Background: an optimization exercise with open tools, aiming at small area, a short achievable clock period and few clock cycles per item. Do not read the settings as production practice. In this exercise RTL edits were held to simulation tests only and were not proved equivalent to the original. Power figures rest on the tool's default switching activity, not on a simulated workload.

==> flow/run.sh <==
#!/bin/bash
# synth_recipe.tcl (not shown) runs the flow's synth.tcl, then flattens the netlist and writes it again
# the make line also repeats each setting of config.mk as NAME=value (left out here)
make -C /OpenROAD-flow-scripts/flow DESIGN_CONFIG=/design/flow/config.mk WORK_HOME=/design/flow/orfs CLKGATE_MAP_FILE= SYNTH_SCRIPT=/design/flow/synth_recipe.tcl finish
==> flow/config.mk <==
export PLATFORM = sky130hd
export DESIGN_NAME = rational_arithmetic_unit
export DESIGN_NICKNAME = rational_arithmetic_unit
export VERILOG_FILES = /design/flow/design.v
export SDC_FILE = /design/flow/constraint.sdc
export NUM_CORES = 4
export LEC_CHECK = 0
export CAP_MARGIN = 20
export CORE_MARGIN = 2
export CORE_UTILIZATION = 40
export SETUP_SLACK_MARGIN = 4
export SLEW_MARGIN = 20
==> flow/constraint.sdc <==
create_clock -name core_clock -period 10.0 [get_ports {aclk}]
set_input_delay 2.0000 -clock core_clock [delete_from_list [all_inputs] [get_ports {aclk}]]
set_output_delay 2.0000 -clock core_clock [all_outputs]
set_load 0.01 [all_outputs]
==> flow/design.v <==
package rau_pkg;
    localparam logic [2:0] MODE_ADD = 3'd0;
    localparam logic [2:0] MODE_SUB = 3'd1;
    localparam logic [2:0] MODE_MUL = 3'd2;
    localparam logic [2:0] MODE_DIV = 3'd3;
    localparam logic [2:0] MODE_NEG = 3'd4;
    localparam logic [2:0] MODE_INC = 3'd5;
    localparam logic [2:0] MODE_DEC = 3'd6;
    localparam logic [2:0] MODE_RED = 3'd7;
    localparam logic [1:0] ERR_OK       = 2'd0;
    localparam logic [1:0] ERR_ZERO_DEN = 2'd1;
    localparam logic [1:0] ERR_DIV_ZERO = 2'd2;
    localparam logic [1:0] ERR_OVERFLOW = 2'd3;
endpackage
module rational_arithmetic_unit (
    input  logic         aclk,
    input  logic         aresetn,
    input  logic         s_axis_tvalid,
    output logic         s_axis_tready,
    input  logic [135:0] s_axis_tdata,
    output logic         m_axis_tvalid,
    input  logic         m_axis_tready,
    output logic [71:0]  m_axis_tdata
);
    localparam logic [3:0] S_IDLE = 4'b0001;
    localparam logic [3:0] S_ERR  = 4'b0010;
    localparam logic [3:0] S_MUL  = 4'b0100;
    localparam logic [3:0] S_GCD  = 4'b1000;
    logic [2:0]  mode;
    logic [31:0] an, ad, bn, bd;
    assign mode = s_axis_tdata[2:0];
    assign an = s_axis_tdata[34:3];
    assign ad = s_axis_tdata[66:35];
    assign bn = s_axis_tdata[98:67];
    assign bd = s_axis_tdata[130:99];
    logic m_add, m_sub, m_mul, m_div, m_neg, m_inc, m_dec, two;
    assign m_add = (mode == rau_pkg::MODE_ADD);
    assign m_sub = (mode == rau_pkg::MODE_SUB);
    assign m_mul = (mode == rau_pkg::MODE_MUL);
    assign m_div = (mode == rau_pkg::MODE_DIV);
    assign m_neg = (mode == rau_pkg::MODE_NEG);
    assign m_inc = (mode == rau_pkg::MODE_INC);
    assign m_dec = (mode == rau_pkg::MODE_DEC);
    assign two   = ~mode[2];
    logic [3:0]  state;
    logic        ovalid;
    logic [4:0]  cnt;
    logic        first_r;
    logic        u1, w1, u2, w2, u3, w3;    
    logic        h1, h2, h3;                
    logic        se1, se2, se3;             
    logic [64:0] x;
    logic [63:0] y;
    logic signed [31:0] p1, p2;
    logic [30:0] q1, q2;
    logic        ovf_r;
    logic        abs_r;      
    logic        sgn_r;      
    logic        xz_r;       
    logic        go_r;       
    logic [1:0]  err_r;
    logic [1:0]  ecode_r;
    logic zd, dz;
    assign zd = (ad == 32'd0) || (two && bd == 32'd0);
    assign dz = m_div && (bn == 32'd0);
    logic [30:0] sig;
    logic [4:0]  top;
    integer j;
    always_comb begin
        sig = (bd[30:0] ^ {31{bd[31]}})
            | (m_mul ? (bn[30:0] ^ {31{bn[31]}}) : (ad[30:0] ^ {31{ad[31]}}));
        top = 5'd0;
        for (j = 0; j < 31; j = j + 1)
            if (sig[j]) top = 5'(j + 1);
    end
    logic [31:0] a2, a3;
    logic        en2, neg1, neg2, f;
    assign a2   = (m_inc || m_dec) ? ad : bn;
    assign a3   = m_div ? bn : ad;
    assign en2  = m_add || m_sub || m_inc || m_dec;
    assign neg1 = m_neg;
    assign neg2 = m_sub || m_dec;
    assign f    = a3[31] ^ (two && (m_div ? ad[31] : bd[31]));
    logic sp;
    assign sp = (m_mul || m_div || m_neg || mode == rau_pkg::MODE_RED)
             && (an[31] ^ (m_mul ? bn[31] : (m_div ? bd[31] : 1'b0)) ^ m_neg ^ f);
    logic [3:0]  nidx, didx;
    logic [32:0] ade, bne, bde;
    logic [2:0]  wad, wbn, wbd, nb1, nb2, nb3;
    assign nidx = cnt[3:0] - 4'd1;
    assign didx = state[0] ? top[4:1] : nidx;
    assign ade = {ad, 1'b0};
    assign bne = {bn, 1'b0};
    assign bde = {bd, 1'b0};
    always_comb begin
        wad = ade[{didx, 1'b0} +: 3];
        wbn = bne[{didx, 1'b0} +: 3];
        wbd = bde[{didx, 1'b0} +: 3];
        nb1 = m_mul ? wbn : wbd;
        nb2 = wad;
        nb3 = m_div ? wad : wbd;
    end
    logic        in_mul, in_abs;
    logic [31:0] ra3;
    logic [64:0] t1, t2, xs, cs_s, cs_c, x_add, x_sh;
    logic [65:0] xa, xb, xsum;
    logic [63:0] t3, ys, y_add, y_sh;
    logic [64:0] ya, yb, ysum;
    logic [1:0]  k;
    assign in_mul = state[2];
    assign in_abs = abs_r;
    assign ra3 = {q2[0], q1};
    always_comb begin
        t1 = u1 ? ((h1 ? {{32{p1[31]}}, p1, 1'b0} : {{33{p1[31]}}, p1}) ^ {65{w1}}) : 65'd0;
        t2 = u2 ? ((h2 ? {{32{p2[31]}}, p2, 1'b0} : {{33{p2[31]}}, p2}) ^ {65{w2}}) : 65'd0;
        t1[64:34] = {31{se1}};
        t2[64:34] = {31{se2}};
        xs = first_r ? {64'd0, u1 && w1} : {x[62:0], 1'b0, u1 && w1};
        cs_s = xs ^ t1 ^ t2;
        cs_c = {(xs[63:0] & t1[63:0]) | (xs[63:0] & t2[63:0]) | (t1[63:0] & t2[63:0]), u2 && w2};
        x_sh = x >> k;
        y_sh = y >> k;
        if (in_mul) begin
            xa = {cs_s, 1'b0}; xb = {cs_c, 1'b0};
        end else if (in_abs) begin
            xa = {~x, 1'b1};   xb = 66'd1;
        end else begin
            xa = {x_sh, 1'b1}; xb = {1'b1, ~y_sh, 1'b1};
        end
        xsum  = xa + xb;
        x_add = xsum[65:1];
        if (in_mul) begin
            t3 = u3 ? ((h3 ? {{31{ra3[31]}}, ra3, 1'b0} : {{32{ra3[31]}}, ra3}) ^ {64{w3}}) : 64'd0;
            t3[63:34] = {30{se3}};
            ys = first_r ? {63'd0, u3 && w3} : {y[61:0], 1'b0, u3 && w3};
        end else begin
            t3 = 64'd0;
            ys = 64'd0;
        end
        if (in_mul) begin
            ya = {ys, 1'b0};     yb = {t3, 1'b0};
        end else begin
            ya = {y_sh, 1'b1};   yb = {~x_sh[63:0], 1'b1};
        end
        ysum  = ya + yb;
        y_add = ysum[64:1];
    end
    logic        x_zero, x_odd, y_odd, x_eq_y;
    logic [64:0] dsel;
    logic        ge;
    logic [2:0]  lowv;
    always_comb begin
        x_zero = (x == 65'd0);
        x_odd  = x[0];
        y_odd  = y[0];
        x_eq_y = (x == {1'b0, y});
        ge = (x >= {1'b0, y});
        dsel = ge ? x_add : {1'b0, y_add};
        if (!x_odd && !y_odd) lowv = x[2:0] | y[2:0];
        else if (!x_odd) lowv = x[2:0];
        else if (!y_odd) lowv = y[2:0];
        else lowv = x[2:0] ^ y[2:0];
        if (lowv[0]) k = 2'd0;
        else if (lowv[1]) k = 2'd1;
        else if (lowv[2]) k = 2'd2;
        else k = 2'd3;
    end
    logic        sub_step, xev, yev, both, swap;
    assign both     = !x_odd && !y_odd;
    assign xev      = !x_odd && y_odd;
    assign yev      = x_odd && !y_odd;
    assign sub_step = x_odd && y_odd;
    assign swap     = (sub_step && !ge) || yev;
    function automatic logic p_bad(input logic signed [34:0] v);
        p_bad = (v > 35'sd2147483647) || (v < -35'sd2147483647);
    endfunction
    function automatic logic q_bad(input logic [33:0] v);
        q_bad = (v > 34'd2147483647);
    endfunction
    function automatic logic p_bad_sh(input logic signed [31:0] v, input logic [1:0] sh);
        case (sh)
            2'd0: p_bad_sh = 1'b0;
            2'd1: p_bad_sh = (v >= 32'sh40000000) || (v <= -32'sh40000000);
            2'd2: p_bad_sh = (v >= 32'sh20000000) || (v <= -32'sh20000000);
            default: p_bad_sh = (v >= 32'sh10000000) || (v <= -32'sh10000000);
        endcase
    endfunction
    function automatic logic q_bad_sh(input logic [30:0] v, input logic [1:0] sh);
        case (sh)
            2'd0: q_bad_sh = 1'b0;
            2'd1: q_bad_sh = v[30];
            2'd2: q_bad_sh = |v[30:29];
            default: q_bad_sh = |v[30:28];
        endcase
    endfunction
    logic [64:0] x_gcd;
    logic [63:0] y_gcd;
    logic signed [31:0] p1src;
    logic [30:0] q1src;
    logic signed [34:0] psum, p1n;
    logic [33:0] qsum, q1n;
    logic        bad1, bad2, bad_sum, bad1n;
    always_comb begin
        x_gcd = sub_step ? dsel : (yev ? {1'b0, y_sh} : x_sh);
        if (both) y_gcd = y_sh;
        else if (swap) y_gcd = x[63:0];
        else y_gcd = y;
        psum  = 35'(p1) + 35'(p2);
        qsum  = 34'(q1) + 34'(q2);
        p1src = swap ? p2 : p1;
        q1src = swap ? q2 : q1;
        p1n   = 35'(p1src) <<< k;
        q1n   = 34'(q1src) << k;
        bad1  = p_bad_sh(p1, k) || q_bad_sh(q1, k);
        bad2  = p_bad_sh(p2, k) || q_bad_sh(q2, k);
        bad_sum = p_bad(psum) || q_bad(qsum);
        bad1n = swap ? bad2 : bad1;
    end
    logic gcd_done, fin_eq;
    assign fin_eq   = sub_step && x_eq_y;
    assign gcd_done = ovf_r || xz_r || fin_eq;
    logic take, start;
    assign take  = state[1] || (go_r && gcd_done);
    assign start = state[0] && s_axis_tvalid && (!ovalid || m_axis_tready);
    assign s_axis_tready = take;
    assign m_axis_tvalid = ovalid;
    always_ff @(posedge aclk) begin
        if (!aresetn) begin
            state  <= S_IDLE;
            ovalid <= 1'b0;
        end else begin
            if (m_axis_tready) ovalid <= 1'b0;
            if (take) ovalid <= 1'b1;
            if (start) state <= (zd || dz) ? S_ERR : S_MUL;
            if (state[1]) state <= S_IDLE;
            if (state[2] && cnt == 5'd0) state <= S_GCD;
            if (state[3] && take) state <= S_IDLE;
        end
    end
    always_ff @(posedge aclk) begin
        case (1'b1)
            state[0]: begin
                cnt     <= two ? {1'b0, top[4:1]} : 5'd0;
                sgn_r   <= sp;
                first_r <= 1'b1;
                ecode_r <= zd ? rau_pkg::ERR_ZERO_DEN : rau_pkg::ERR_DIV_ZERO;
                if (start) begin
                    p1 <= an;
                    p2 <= a2;
                    q1 <= a3[30:0];
                    q2 <= {30'd0, a3[31]};
                end
            end
            state[1]: begin
                err_r <= ecode_r;
            end
            state[2]: begin
                y <= y_add;
                first_r <= 1'b0;
                cnt <= {1'b0, nidx};
                if (cnt == 5'd0) begin
                    p1 <= sgn_r ? -32'sd1 : 32'sd1; p2 <= 32'sd0;
                    abs_r <= x_add[64];
                    q1 <= 31'd0;  q2 <= 31'd1;
                    ovf_r <= 1'b0;
                end
            end
            state[3]: begin
                if (gcd_done) begin
                    if (fin_eq && !ovf_r) begin
                        p2 <= psum[31:0];
                        q2 <= qsum[30:0];
                    end
                    err_r <= (ovf_r || (fin_eq && bad_sum))
                             ? rau_pkg::ERR_OVERFLOW : rau_pkg::ERR_OK;
                end else if (in_abs) begin
                    p1 <= -32'sd1;
                    abs_r <= 1'b0;
                end else begin
                    y <= y_gcd;
                    if (!both) begin
                        p1 <= p1n[31:0];
                        q1 <= q1n[30:0];
                    end
                    if (sub_step) begin
                        p2 <= psum[31:0];
                        q2 <= qsum[30:0];
                    end else if (yev) begin
                        p2 <= p1;
                        q2 <= q1;
                    end
                    ovf_r <= (!both && bad1n) || (sub_step && bad_sum);
                end
            end
            default: ;
        endcase
    end
    function automatic logic bz(input logic [2:0] d);
        bz = (d != 3'b000) && (d != 3'b111);
    endfunction
    function automatic logic bh(input logic [2:0] d);
        bh = (d == 3'b011) || (d == 3'b100);
    endfunction
    always_ff @(posedge aclk) begin
        xz_r <= state[3] && x_zero;
        if (!aresetn) go_r <= 1'b0;
        else go_r <= (state[2] && cnt == 5'd0 && !x_add[64])
                  || (state[3] && in_abs) || (go_r && !take);
    end
    always_ff @(posedge aclk) begin
        x <= (in_mul || in_abs) ? x_add : x_gcd;
    end
    logic nu1, nu2, nu3, nw1, nw2, nw3;
    logic [31:0] na3;
    always_comb begin
        nu1 = two ? bz(nb1) : 1'b1;
        nu2 = en2 && (two ? bz(nb2) : 1'b1);
        nu3 = two ? bz(nb3) : 1'b1;
        nw1 = neg1 ^ f ^ sp ^ (two && nb1[2]);
        nw2 = neg2 ^ f ^ sp ^ (two && nb2[2]);
        nw3 = f ^ (two && nb3[2]);
    end
    always_ff @(posedge aclk) begin
        se1 <= nu1 && ((state[0] ? an[31] : p1[31]) ^ nw1);
        se2 <= nu2 && ((state[0] ? a2[31] : p2[31]) ^ nw2);
        se3 <= nu3 && ((state[0] ? a3[31] : ra3[31]) ^ nw3);
    end
    always_ff @(posedge aclk) begin
        u1 <= two ? bz(nb1) : 1'b1;
        u2 <= en2 && (two ? bz(nb2) : 1'b1);
        u3 <= two ? bz(nb3) : 1'b1;
        h1 <= two && bh(nb1);
        h2 <= two && bh(nb2);
        h3 <= two && bh(nb3);
        w1 <= neg1 ^ f ^ sp ^ (two && nb1[2]);
        w2 <= neg2 ^ f ^ sp ^ (two && nb2[2]);
        w3 <= f ^ (two && nb3[2]);
    end
    logic ok;
    assign ok = (err_r == rau_pkg::ERR_OK);
    assign m_axis_tdata = {7'd0, err_r, ok ? q2 : 31'd1, ok ? p2 : 32'd0};
endmodule
==> results of run 1 <==
## routing by layer
layer	part of all wire (%)	wire length, um	GRT usage [%]	up-vias
met5	0.022	40	0	-
met4	6.8	12100	18.7	6
met3	9.5	17000	5.28	608
met2	44	79300	50.2	2552
met1	39	70500	41.0	20800
li1	-	-	-	19500
## kinds of logic after synthesis
| group | share of synthesized area [%] |
|---|---|
| simple gates | 17.6 |
| compound gates | 23.9 |
| mux | 17.0 |
| buf+inv | 5.58 |
| fa+ha+maj | 11.2 |
| xor+xnor | 6.08 |
| flops | 18.6 |
| other cells | 0.00902 |
## registers in the layout, summed over array words and instances (netlist names), 2 cells and up
name / count
q1: 31
p1: 32
err_r: 2
cnt: 4
state: 4
x: 65
p2: 32
q2: 31
y: 64
ecode_r: 2
## worst max-delay path by stage
stage | start | to | slack, ps
finish | y[2]$_DFFE_PP_ | y[60]$_DFFE_PP_ | 3620
floorplan | y[0]$_DFFE_PP_ | y[63]$_DFFE_PP_ | 4090
global placement | y[0]$_DFFE_PP_ | y[62]$_DFFE_PP_ | 1550
global route | y[2]$_DFFE_PP_ | y[60]$_DFFE_PP_ | 3550
CTS | y[1]$_DFFE_PP_ | y[62]$_DFFE_PP_ | 3760
detailed placement | y[0]$_DFFE_PP_ | y[62]$_DFFE_PP_ | 1520
## through the flow
step / utilization, % / area, um2 / power [W] / std cells
CTS: 45.9 / 47400 / 0.0199 / 6649
global route: 47.5 / 49100 / 0.0232 / 6728
floorplan: - / 41600 / 0.0133 / 5198
detailed placement: 43.3 / 44700 / 0.0173 / 6504
finish: 47.5 / 49100 / 0.0219 / 6729
global placement: 43.3 / 44700 / 0.0172 / 6504
## power by group through the flow
stage / Sequential (W) / Combinational (W) / Clock [W]
after floorplan: 0.00206 / 0.0112 / 0
after global placement: 0.00236 / 0.0148 / 0
after detailed placement: 0.00236 / 0.0149 / 0
after CTS: 0.00233 / 0.0159 / 0.00164
after global routing: 0.00240 / 0.0191 / 0.00167
final: 0.00239 / 0.0179 / 0.00163
## timing repair
action	4_1_cts	5_1_grt
setup endpoints to repair	128	74
resized for setup	140	220
gates cloned	6	4
pin swaps	42	67
setup buffers	65	75
## cell type report
| cell class | instances | area share [%] |
|---|---|---|
| Clock buffer | 46 | 2.08 |
| Timing Repair Buffer | 428 | 8.46 |
| Multi-Input combinational cell | 4332 | 67.6 |
| Tap cell | 1380 | 3.52 |
| Clock inverter | 28 | 0.790 |
| Antenna cell | 1 | 0.00510 |
| Inverter | 228 | 1.76 |
| Sequential cell | 286 | 15.8 |
## critical path: cells and delay by family (launching register included)
family                   cells  cell delay [ps]
AO/OA/AOI/OAI               10             2210
XOR/XNOR                     1              200
adder cells (fa/ha/maj)      2              530
buffers and inverters        8             1160
flip-flops                   1              410
multiplexers                 3              410
AND/OR/NAND/NOR              7             1180
## synth_stat cells, drive strengths merged, types with 59 or more instances
master  instances
o21ai         332
and2          154
a21o          162
o22ai          88
ha            266
nand4          59
mux2i         682
edfxtp        201
nor2          289
clkbuf        251
buf           104
dfxtp          85
xor2           92
nand3         112
nand2         530
inv           228
nor2b          73
fa             67
a21oi         391
a22o           68
xnor2         194
==> flow_summary_export.csv, run 1 <==
group,metric,value,unit
floorplanning,die_y,326,um
worst_setup_path,startpoint_type,"flop",
drt,totalWireLength,179000,um
logic_synthesis,synth_cell_types,108,
worst_setup_path,critical_path.max_stage_delay,410,ps
drt,via_count,43400,
grt,grt_max_degree,156,
floorplanning,ios,214,
grt,track_usage,31.8,%
logic_synthesis,synth_seq_area_share,18.6,%
sta,setup_viol,0,
logic_synthesis,synth_top_area_cell,"mux2i_1",
hold_path,whs_path_depth,2,
worst_setup_path,worst-r2r-cell-count,31,
clocking,cts.hold.buffers_added,0,
drt,dr.pass1.iters,12,
drt,postRouteAntennaNets,0,
pwr,power_frac_comb,81.6,%
floorplanning,core.rowCount,118,
clocking,cts.path.max_buffers,3,
final_layout,syn_to_final_growth,18.1,%
logic_synthesis,yosys-top-cells-area,"mux2i_1 16%, edfxtp_1 15%, ha_1 8.0%",
job,maxCapViolations,0,
floorplanning,start_util,40.2,%
drt,vias_per_cell,6.45,
worst_setup_path,r2r_setup_slack,3620,ps
pwr,power.internal,0.0102,W
final_layout,layout.nets,5789,
sta,min_period,6380,ps
clocking,cts.clk_slew.worst_paths,70,ps
pwr,switching_share,53.5,%
floorplanning,core_area,103000,um2
grt,grt_pass1_wl,262000,um
worst_setup_path,worstPathRequired,10350,ps
logic_synthesis,yosysTopAreaCellShare,16.4,%
grt,grt_overflow,0,
sta,clock.fmax,157,MHz
drt,drt_iter0_drc,4860,
worst_setup_path,r2r_end,"y[60]$_DFFE_PP_",
clocking,cts_made_buffers,40,
worst_setup_path,slowest_stage,"edfxtp_1",
drt,drcViolationCount,0,
logic_synthesis,synthArstFlopShare,0,%
clocking,cts_tree,"built",
grt,grt_pass1_vias,41000,
placement,pre_cts_slack,1520,ps
logic_synthesis,synthFlopType,"edfxtp_1",
sta,finalCritPeriodShare,63.8,%
drt,wire_per_inst,26.6,um
logic_synthesis,synth_edf_count,201,
worst_setup_path,cp_common_cell,"buf_4",
sta,maxSlewHeadroom,27.1,%
pwr,power.leakage,20.8,nW
logic_synthesis,syn_area_per_cell,8.01,um2
hold_path,worstHoldEndpoint,"ovalid$_SDFFE_PN0P_",
clocking,cts-root-buf,"clkbuf_16",
pwr,power-per-cell-area,446,nW/um2
clocking,htree_levels,2,
final_layout,seqCellArea,7760,um2
floorplanning,chipWidth,326,um
pwr,vdd_ir_drop_max,0.000225,V
sta,setup_tns,0,ps
final_layout,final_cell_mix,"598 x mux2i_1, 525 x nand2_1, 366 x a21oi_1, 296 x o21ai_0, 270 x nor2_1",
logic_synthesis,yosysWarnings,1,
floorplanning,dieArea,107000,um2
pwr,pwr-share-seq,10.9,%
logic_synthesis,syn_area,41600,um2
pwr,clkPwrFrac,7.5,%
pwr,switchingPower,0.0117,W
worst_setup_path,cp-end-kind,"flop",
final_layout,multi_input_area,33200,um2
placement,port_buffers,201,
grt,antenna_found_initial,4,
logic_synthesis,synth_seq_cells,286,
sta,setup_slack,3620,ps
outcome,outcome,"complete, no violations",
final_layout,drive_gt1_share,11.6,%
sta,rsz0062_at_grt,"true",
hold_path,hold_path.class,"flop to flop",
sta,tightest_slew,1090,ps
clocking,clock_latency,630,ps
final_layout,fillers,10100,
logic_synthesis,syn_inst,5192,
placement,gp_congestion,1.04,
clocking,cts.sinks,286,
worst_setup_path,critPathKind,"flop to flop",
sta,hold_violations,0,
final_layout,final_common_cell,"mux2i_1",
sta,fin_skew,34.6,ps
worst_setup_path,cp_max_fo,6,
placement,hpwl,129000,um
hold_path,worstHoldStart,"ovalid$_SDFFE_PN0P_",
sta,whs,513,ps
sta,maxSlewViolCount,0,
worst_setup_path,cp.arrival,6730,ps
worst_setup_path,rr_startpoint,"y[2]$_DFFE_PP_",
Testbench counts, summed over its fixed seeds: cycles 48,675, items 2,400.
==> inputs of run 2 (changes only) <==
--- a/flow/design.v
+++ b/flow/design.v
@@ -57,6 +57,8 @@
     logic        abs_r;      
     logic        sgn_r;      
     logic        xz_r;       
+    logic        fin_r;      
+    logic [1:0]  k_r;        
     logic        go_r;       
     logic [1:0]  err_r;
     logic [1:0]  ecode_r;
@@ -156,14 +158,7 @@
         x_eq_y = (x == {1'b0, y});
         ge = (x >= {1'b0, y});
         dsel = ge ? x_add : {1'b0, y_add};
-        if (!x_odd && !y_odd) lowv = x[2:0] | y[2:0];
-        else if (!x_odd) lowv = x[2:0];
-        else if (!y_odd) lowv = y[2:0];
-        else lowv = x[2:0] ^ y[2:0];
-        if (lowv[0]) k = 2'd0;
-        else if (lowv[1]) k = 2'd1;
-        else if (lowv[2]) k = 2'd2;
-        else k = 2'd3;
+        k = k_r;
     end
     logic        sub_step, xev, yev, both, swap;
     assign both     = !x_odd && !y_odd;
@@ -218,7 +213,7 @@
     end
     logic gcd_done, fin_eq;
     assign fin_eq   = sub_step && x_eq_y;
-    assign gcd_done = ovf_r || xz_r || fin_eq;
+    assign gcd_done = ovf_r || xz_r || fin_r;
     logic take, start;
     assign take  = state[1] || (go_r && gcd_done);
     assign start = state[0] && s_axis_tvalid && (!ovalid || m_axis_tready);
@@ -255,7 +250,6 @@
                 err_r <= ecode_r;
             end
             state[2]: begin
-                y <= y_add;
                 first_r <= 1'b0;
                 cnt <= {1'b0, nidx};
                 if (cnt == 5'd0) begin
@@ -267,17 +261,11 @@
             end
             state[3]: begin
                 if (gcd_done) begin
-                    if (fin_eq && !ovf_r) begin
-                        p2 <= psum[31:0];
-                        q2 <= qsum[30:0];
-                    end
-                    err_r <= (ovf_r || (fin_eq && bad_sum))
-                             ? rau_pkg::ERR_OVERFLOW : rau_pkg::ERR_OK;
+                    err_r <= ovf_r ? rau_pkg::ERR_OVERFLOW : rau_pkg::ERR_OK;
                 end else if (in_abs) begin
                     p1 <= -32'sd1;
                     abs_r <= 1'b0;
                 end else begin
-                    y <= y_gcd;
                     if (!both) begin
                         p1 <= p1n[31:0];
                         q1 <= q1n[30:0];
@@ -289,7 +277,7 @@
                         p2 <= p1;
                         q2 <= q1;
                     end
-                    ovf_r <= (!both && bad1n) || (sub_step && bad_sum);
+                    ovf_r <= (!both && !fin_eq && bad1n) || (sub_step && bad_sum);
                 end
             end
             default: ;
@@ -303,12 +291,34 @@
     endfunction
     always_ff @(posedge aclk) begin
         xz_r <= state[3] && x_zero;
+        fin_r <= state[3] && !in_abs && !gcd_done && fin_eq;
         if (!aresetn) go_r <= 1'b0;
         else go_r <= (state[2] && cnt == 5'd0 && !x_add[64])
                   || (state[3] && in_abs) || (go_r && !take);
     end
+    function automatic logic [1:0] k_of(input logic [2:0] xl, input logic [2:0] yl);
+        logic [2:0] lv;
+        if (!xl[0] && !yl[0]) lv = xl | yl;
+        else if (!xl[0]) lv = xl;
+        else if (!yl[0]) lv = yl;
+        else lv = xl ^ yl;
+        if (lv[0]) k_of = 2'd0;
+        else if (lv[1]) k_of = 2'd1;
+        else if (lv[2]) k_of = 2'd2;
+        else k_of = 2'd3;
+    endfunction
+    logic [64:0] x_d;
+    logic [63:0] y_d;
+    logic        y_we;
+    always_comb begin
+        x_d  = (in_mul || in_abs) ? x_add : x_gcd;
+        y_we = in_mul || (state[3] && !gcd_done && !in_abs);
+        y_d  = in_mul ? y_add : y_gcd;
+    end
     always_ff @(posedge aclk) begin
-        x <= (in_mul || in_abs) ? x_add : x_gcd;
+        x <= x_d;
+        if (y_we) y <= y_d;
+        k_r <= k_of(x_d[2:0], y_we ? y_d[2:0] : y[2:0]);
     end
     logic nu1, nu2, nu3, nw1, nw2, nw3;
     logic [31:0] na3;
==> run 2 against run 1 <==
Compared with the run above: synthesized cell count grew 2.0%; flip-flop and latch count grew 3; first-iteration DRC count grew 6.4%; area after synthesis grew 2.2%; non-clock buffer count shrank 82; highest routed layer unchanged; critical path depth shrank 16; utilization shrank 1.8 points; sequential power grew 15%; worst hold slack gained 25 ps; total power shrank 17%.
==> flow_summary_export.csv, run 2 <==
group,metric,value,unit
clocking,cts.clk_slew.worst_paths,60,ps
drt,wire_per_inst,28.2,um
logic_synthesis,yosysTopAreaCellShare,14.2,%
final_layout,syn_to_final_growth,13.3,%
hold_path,worstHoldEndpoint,"err_r[0]$_DFFE_PP_",
final_layout,layout.nets,5782,
final_layout,top_regs,"x (65), y (64)",
worst_setup_path,cp_max_fo,11,
drt,drcViolationCount,0,
sta,finalCritPeriodShare,59.7,%
grt,grt_pass1_wl,275000,um
grt,grt_overflow,0,
floorplanning,die_y,330,um
final_layout,drive_gt1_share,9.52,%
final_layout,fillers,10400,
sta,clock.fmax,167,MHz
sta,maxSlewViolCount,0,
pwr,switchingPower,0.00992,W
worst_setup_path,critPathTopFamily,"compound AO/OA/AOI/OAI gates",
floorplanning,start_util,40.4,%
worst_setup_path,worstPathRequired,10500,ps
clocking,cts-root-buf,"clkbuf_16",
worst_setup_path,rr_startpoint,"p2[3]$_DFFE_PP_",
placement,gp_congestion,1.05,
pwr,power.leakage,19.8,nW
clocking,cts.sinks,289,
clocking,cts.hold.buffers_added,0,
hold_path,hold_path.class,"flop to flop",
worst_setup_path,critPathKind,"input port to flop",
floorplanning,chipWidth,330,um
worst_setup_path,worst-r2r-cell-count,24,
pwr,vdd_ir_drop_max,0.000177,V
logic_synthesis,yosys-top-cells-area,"edfxtp_1 14%, mux2i_1 7.9%, ha_1 7.8%",
grt,track_usage,33.5,%
worst_setup_path,cp-end-kind,"flop",
grt,antenna_found_initial,6,
drt,totalWireLength,190000,um
sta,maxSlewHeadroom,28.2,%
sta,min_period,5970,ps
logic_synthesis,synthArstFlopShare,0,%
final_layout,largest_register_ffs,65,
logic_synthesis,synth_seq_cells,289,
floorplanning,core.rowCount,119,
floorplanning,core_area,105000,um2
drt,drt_iter0_drc,5173,
job,maxCapViolations,0,
pwr,clkPwrFrac,8.9,%
logic_synthesis,syn_inst,5295,
pwr,pwr-share-seq,15.1,%
sta,hold_violations,0,
worst_setup_path,r2r_setup_slack,4150,ps
final_layout,final_area,48100,um2
pwr,switching_share,54.6,%
final_layout,final_cell_mix,"546 x nand2_1, 407 x o21ai_0, 386 x a21oi_1, 336 x mux2i_1, 306 x nor2_1",
logic_synthesis,synth_top_area_cell,"edfxtp_1",
floorplanning,ios,214,
sta,whs,538,ps
worst_setup_path,cp_common_cell,"a2111o_1",
hold_path,worstHoldStart,"ecode_r[0]$_DFFE_PP_",
grt,grt_max_degree,101,
logic_synthesis,yosysMostFrequentCell,"nand2_1",
pwr,power-per-cell-area,377,nW/um2
clocking,cts.path.max_buffers,3,
logic_synthesis,synth_edf_count,201,
grt,grt_pass1_vias,41300,
floorplanning,dieArea,109000,um2
placement,dpl_cell_area,45600,um2
worst_setup_path,cp.arrival,6470,ps
worst_setup_path,r2r_end,"go_r$_SDFF_PN0_",
worst_setup_path,startpoint_type,"input port",
pwr,power.internal,0.00824,W
clocking,cts_tree,"built",
worst_setup_path,crit_chain,"clkdlybuf4s50_1 -> or3_1 -> nand3_1 -> o211ai_1 -> a2111o_1 -> a221oi_4 -> buf_8 -> nor3b_1 -> o211a_1 -> a2111o_1 -> a211o_1 -> or3b_1 -> a21oi_2 -> nor3_1 -> mux2_2",
outcome,outcome,"complete, no violations",
logic_synthesis,syn_area_per_cell,8.03,um2
logic_synthesis,yosysWarnings,1,
hold_path,whs_path_depth,2,
final_layout,top_register,"x",
clocking,cts_made_buffers,44,
logic_synthesis,synth_cell_types,98,
clocking,htree_levels,2,
drt,postRouteAntennaNets,0,
worst_setup_path,cp.depth,15,
placement,port_buffers,201,
worst_setup_path,critical_path.max_stage_delay,750,ps
placement,hpwl,138000,um
final_layout,final_common_cell,"nand2_1",
sta,fin_skew,44.5,ps
drt,dr.pass1.iters,7,
drt,vias_per_cell,6.60,
sta,setup_tns,0,ps
logic_synthesis,synthFlopType,"edfxtp_1",
clocking,clock_latency,640,ps
drt,via_count,44500,
logic_synthesis,synth_top_cells_by_count,"549 x nand2_1, 417 x o21ai_0, 392 x a21oi_1",
sta,rsz0062_at_grt,"true",
worst_setup_path,slowest_stage,"clkdlybuf4s50_1",
sta,tightest_slew,1070,ps
pwr,power_frac_comb,76.1,%
final_layout,fin_util,45.7,%
logic_synthesis,synth_seq_area_share,18.3,%
worst_setup_path,crit_buf_inv,2,
logic_synthesis,syn_area,42500,um2
sta,setup_viol,0,
-- run 2: changes by cell type after synthesis, sizes merged, moves of 47 or more --
cell / delta
clkbuf: +50
mux2i: -346
o21ai: +88
mux2: +64
mux4: +103
o21a: +47
-- run 2: per-layer routing --
layer / wire length [um] / global-route usage (%) / up-vias
met1: 75500 / 43.6 / 21500
met5: 53 / 0 / -
met3: 17700 / 6.23 / 586
met2: 84400 / 52.7 / 2592
li1: - / - / 19800
met4: 12200 / 17.8 / 8
-- run 2: worst reg2reg max path: stages (launching register included) --
cell       delay, ps
edfxtp_1         600
mux2i_1          280
xnor2_1          140
and2_1           260
fa_1             450
nand2_1           70
o21ai_0          100
ha_1             370
o21a_1           150
o21a_1           140
o41ai_1          100
a211oi_2         390
o211ai_1         150
buf_4            180
a2111oi_1        470
buf_4            220
o21ai_0          100
buf_4            190
o21ai_0          200
buf_4            190
a31oi_2          190
o21ai_2          280
xor2_2           160
a222oi_1         290
nor2b_1           80
-- run 2: kinds of logic after synthesis --
logic type	after synthesis	synth area share (%)
compound gates	1658	25.2
fa+ha+maj	332	11.0
xor+xnor	292	6.02
mux	522	15.6
buf+inv	583	5.32
flops	289	18.3
simple gates	1618	18.5
other cells	1	0.00882
-- run 2: power groups by stage --
| stage | Sequential, W | Combinational (W) | Clock (W) |
|---|---|---|---|
| 2_1_floorplan | 0.00217 | 0.00981 | 0 |
| 3_3_place_gp | 0.00276 | 0.0130 | 0 |
| 3_5_place_dp | 0.00276 | 0.0131 | 0 |
| 4_1_cts | 0.00269 | 0.0134 | 0.00162 |
| 5_1_grt | 0.00275 | 0.0149 | 0.00166 |
| 6_report | 0.00274 | 0.0138 | 0.00161 |
-- run 2: worst max path at each step --
stage	start	endpoint	slack, ps
finish	s_axis_tdata[53]	se2$_DFF_P_	4030
global route	p2[5]$_DFFE_PP_	go_r$_SDFF_PN0_	3980
CTS	s_axis_tdata[2]	se2$_DFF_P_	4000
detailed placement	s_axis_tdata[2]	se2$_DFF_P_	2060
global placement	s_axis_tdata[2]	se2$_DFF_P_	2030
floorplan	k_r[1]$_SDFF_PP0_	x[63]$_DFF_P_	4000
-- run 2: final cells by class --
class / count / area [um2] / share of cell area [%]
antenna: 3 / 7.51 / 0.0156
clock buffer: 62 / 1270 / 2.64
clock inverter: 20 / 194 / 0.403
inverter: 200 / 759 / 1.58
multi-input combinational: 4429 / 32800 / 68.2
sequential: 289 / 7840 / 16.3
tap: 1391 / 1740 / 3.62
timing repair buffer: 346 / 3480 / 7.23
-- run 2: what timing repair did --
action                                  4_1_cts  5_1_grt
buffers inserted                             22       30
pin swaps                                     8        5
resized for setup                            62       68
endpoints found under the setup margin       64       30
cloned                                        2        2
-- run 2: per-stage QoR --
stage	std cells	setup slack, ps	total power (W)
4_1_cts	6704	4000	0.0177
6_report	6740	4030	0.0182
2_1_floorplan	5301	4000	0.0120
3_5_place_dp	6598	2060	0.0158
3_3_place_gp	6598	2030	0.0157
5_1_grt	6737	3980	0.0193
Testbench counts of run 2, summed over its fixed seeds: cycles 50,636, items 2,400.
==> inputs of run 3 (changes only) <==
--- a/flow/design.v
+++ b/flow/design.v
@@ -127,7 +127,7 @@
         end else if (in_abs) begin
             xa = {~x, 1'b1};   xb = 66'd1;
         end else begin
-            xa = {x_sh, 1'b1}; xb = {1'b1, ~y_sh, 1'b1};
+            xa = {x, 1'b1};    xb = {1'b1, ~y, 1'b1};
         end
         xsum  = xa + xb;
         x_add = xsum[65:1];
@@ -142,7 +142,7 @@
         if (in_mul) begin
             ya = {ys, 1'b0};     yb = {t3, 1'b0};
         end else begin
-            ya = {y_sh, 1'b1};   yb = {~x_sh[63:0], 1'b1};
+            ya = {y, 1'b1};      yb = {~x[63:0], 1'b1};
         end
         ysum  = ya + yb;
         y_add = ysum[64:1];
@@ -196,7 +196,7 @@
     logic [33:0] qsum, q1n;
     logic        bad1, bad2, bad_sum, bad1n;
     always_comb begin
-        x_gcd = sub_step ? dsel : (yev ? {1'b0, y_sh} : x_sh);
+        x_gcd = sub_step ? (dsel >> k) : (yev ? {1'b0, y_sh} : x_sh);
         if (both) y_gcd = y_sh;
         else if (swap) y_gcd = x[63:0];
         else y_gcd = y;
==> run 3 against run 2 <==
Compared with the run above: still clean; via count shrank 0.13%; worst hold slack lost 13 ps; first-iteration DRC count grew 0.39%; total power shrank 8.2%; count of clock-buffer cells in the layout shrank 13; synthesized cell count grew 2.9%; combinational power shrank 12%; critical path type is now flop to flop; critical endpoint is now x[57]$_DFF_P_; largest cell class unchanged; largest power group unchanged.
==> flow_summary_export.csv, run 3 <==
group,metric,value,unit
logic_synthesis,yosysMostFrequentCell,"mux2i_1",
final_layout,final_cell_count_no_fill,6842,
sta,whs,525,ps
logic_synthesis,yosysTopAreaCellShare,13.8,%
final_layout,final_common_cell,"mux2i_1",
logic_synthesis,syn_inst,5446,
floorplanning,dieArea,112000,um2
drt,drt_iter0_drc,5193,
drt,postRouteAntennaNets,0,
sta,maxSlewViolCount,0,
job,maxCapViolations,0,
drt,drcViolationCount,0,
logic_synthesis,synth_edf_count,201,
worst_setup_path,critical_path.max_stage_delay,530,ps
drt,wire_per_inst,27.7,um
logic_synthesis,synth_top_area_cell,"edfxtp_1",
pwr,power-per-cell-area,338,nW/um2
drt,dr.pass1.iters,8,
worst_setup_path,crit_chain,"mux2i_2 -> xor2_2 -> o22ai_1 -> ha_1 -> o21a_1 -> o31a_1 -> o41a_1 -> or4_1 -> o21a_2 -> a41oi_4 -> buf_12 -> o32a_2 -> a31o_4 -> o221ai_1 -> a221o_1 -> xor2_1 -> mux2i_2 -> a21oi_1 -> o32a_1",
floorplanning,start_util,40.3,%
sta,min_period,5940,ps
placement,port_buffers,201,
worst_setup_path,startpoint,"h3$_DFF_P_",
grt,grt_pass1_vias,41700,
final_layout,top_regs,"x (65), y (64)",
worst_setup_path,rr_startpoint,"h3$_DFF_P_",
worst_setup_path,slowest_stage,"dfxtp_4",
sta,finalCritPeriodShare,59.4,%
floorplanning,die_y,335,um
worst_setup_path,critPathKind,"flop to flop",
logic_synthesis,synth_seq_area_share,17.8,%
logic_synthesis,synth_cell_types,93,
clocking,cts.hold.buffers_added,0,
logic_synthesis,yosysWarnings,1,
logic_synthesis,synthArstFlopShare,0,%
clocking,cts.sinks,289,
worst_setup_path,cp_max_fo,13,
clocking,cts_tree,"built",
sta,rsz0062_at_grt,"false",
placement,dp_cells,6694,
drt,vias_per_cell,6.49,
worst_setup_path,cp-end-kind,"flop",
final_layout,largest_register_ffs,65,
sta,clock.fmax,168,MHz
sta,setup_tns,0,ps
placement,gp_congestion,0.995,
logic_synthesis,synth_top_cells_by_count,"551 x mux2i_1, 492 x nand2_1, 480 x o21ai_0",
final_layout,top_register,"x",
sta,maxSlewHeadroom,24.2,%
grt,grt_max_degree,135,
hold_path,worstHoldStart,"ecode_r[0]$_DFFE_PP_",
outcome,outcome,"complete, no violations",
final_layout,final_cell_mix,"539 x mux2i_1, 485 x nand2_1, 475 x o21ai_0, 400 x a21oi_1, 319 x nor2_1",
hold_path,hold_path.class,"flop to flop",
clocking,cts.clk_slew.worst_paths,60,ps
grt,grt_pass1_wl,278000,um
sta,hold_violations,0,
grt,grt_overflow,0,
worst_setup_path,crit_buf_inv,1,
logic_synthesis,syn_area,43800,um2
final_layout,drive_gt1_share,8.83,%
pwr,vdd_ir_drop_max,0.000211,V
worst_setup_path,startpoint_type,"flop",
clocking,htree_levels,2,
logic_synthesis,synth_seq_cells,289,
placement,hpwl,137000,um
floorplanning,core_area,109000,um2
final_layout,fin_util,45.4,%
worst_setup_path,cp_common_cell,"mux2i_2",
clocking,cts_made_buffers,44,
sta,tightest_slew,1140,ps
worst_setup_path,worstPathRequired,10510,ps
worst_setup_path,cp.arrival,6460,ps
clocking,clock_latency,640,ps
grt,track_usage,32.5,%
sta,fin_skew,46.5,ps
clocking,cts.path.max_buffers,3,
drt,via_count,44400,
pwr,power.leakage,20.2,nW
placement,dpl_cell_area,46700,um2
final_layout,syn_to_final_growth,12.6,%
drt,totalWireLength,190000,um
floorplanning,core.rowCount,121,
logic_synthesis,yosys-top-cells-area,"edfxtp_1 14%, mux2i_1 13%, ha_1 7.5%",
floorplanning,chipWidth,335,um
logic_synthesis,synthFlopType,"edfxtp_1",
sta,setup_viol,0,
grt,antenna_found_initial,1,
floorplanning,ios,214,
clocking,cts-root-buf,"clkbuf_16",
worst_setup_path,critPathTopFamily,"compound AO/OA/AOI/OAI gates",
final_layout,layout.nets,5860,
final_layout,final_area,49300,um2
logic_synthesis,syn_area_per_cell,8.05,um2
final_layout,fillers,10900,
-- run 3: layout make-up --
cell class / count / area, um2 / area share, %
Multi-Input combinational cell: 4582 / 34300 / 69.6
Sequential cell: 289 / 7830 / 15.9
Timing Repair Buffer: 336 / 3260 / 6.61
Tap cell: 1414 / 1770 / 3.59
Clock buffer: 49 / 1150 / 2.33
Inverter: 136 / 514 / 1.04
Clock inverter: 33 / 450 / 0.913
Antenna cell: 3 / 7.51 / 0.0152
-- run 3: routing by layer --
| layer | routed length, um | global-route usage, % | part of all wire, % |
|---|---|---|---|
| met5 | 0 | 0 | 0 |
| met1 | 75600 | 42.1 | 40 |
| met3 | 15300 | 4.28 | 8.1 |
| met2 | 85500 | 51.4 | 45 |
| met4 | 13200 | 19.7 | 7.0 |
-- run 3: cells by family (layout without fill, tap and decap cells) --
logic type      after synthesis  after routing  share of synthesized area [%]
compound gates             1610           1610                           23.0
xor+xnor                    354            354                           7.07
fa+ha+maj                   331            331                           10.6
buf+inv                     585            554                           5.13
flops                       289            289                           17.8
mux                         701            701                           18.9
other cells                   1             10                        0.00856
simple gates               1575           1579                           17.5
-- run 3: final timing paths --
| check | end | slack, ps | cells after the start |
|---|---|---|---|
| hold / removal | err_r[0]$_DFFE_PP_ | 530 | 2 |
| setup reg to reg | x[57]$_DFF_P_ | 4060 | 19 |
| setup / recovery | x[57]$_DFF_P_ | 4060 | 19 |
| hold reg to reg | err_r[0]$_DFFE_PP_ | 530 | 2 |
-- run 3: metrics by stage --
stage          total power, W  worst slack (ps)
2_1_floorplan          0.0110              4170
3_3_place_gp           0.0142              2400
3_5_place_dp           0.0143              2330
4_1_cts                0.0163              4010
5_1_grt                0.0177              3980
6_report               0.0167              4060
-- run 3: report_power, final --
| group | internal [W] | switching, W | leakage, nW | total (W) |
|---|---|---|---|---|
| clock network | 0.00107 | 0.000703 | 0.773 | 0.00177 |
| logic | 0.00503 | 0.00707 | 16.8 | 0.0121 |
| registers | 0.00174 | 0.00106 | 2.68 | 0.00280 |
| total | 0.00784 | 0.00883 | 20.2 | 0.0167 |
-- run 3: repair_timing --
action                     CTS  global route
pin swaps                    5            11
setup buffers               24            34
gates resized for setup     60            49
cloned                       2             2
setup endpoints to repair   78            46
-- run 3: tightest hold or removal path, stage by stage, from the launching register on --
cell and delay, ps:
edfxtp_1 320, nand2_1 50, nand2_1 50
Testbench counts of run 3, summed over its fixed seeds: cycles 50,636, items 2,400.

-- static timing again, ports no longer ideal --
How much do the figures lean on ideal ports? The routed layouts below were timed once more, with nothing changed but the port constraints. Step 1 sets driving cells, clkbuf_16 on the clock port and buf_2 on the other inputs (assumed; they add their load-dependent delay and slew). Step 2, shift: input delay + t, output delay - t, t = (earliest + latest rising clock arrival at the registers) / 2. This alone moves slack from input paths to output paths. a / b / c = ideal / step 1 / step 2; a / b = the first two.
run | t, ns | setup slack, ns | slew at the worst register clock pin (ns)
run 1 | 0.682 | 3.618 / 3.618 / 3.404 | 0.07 / 0.07
run 2 | 0.701 | 4.028 / 4.082 / 3.382 | 0.07 / 0.07
run 3 | 0.694 | 4.059 / 4.059 / 3.545 | 0.07 / 0.07
After both steps every run listed still meets setup and hold. The setup slack of run 2, which loses most, moves by +0.054 ns with the drivers and by -0.646 ns with both steps.
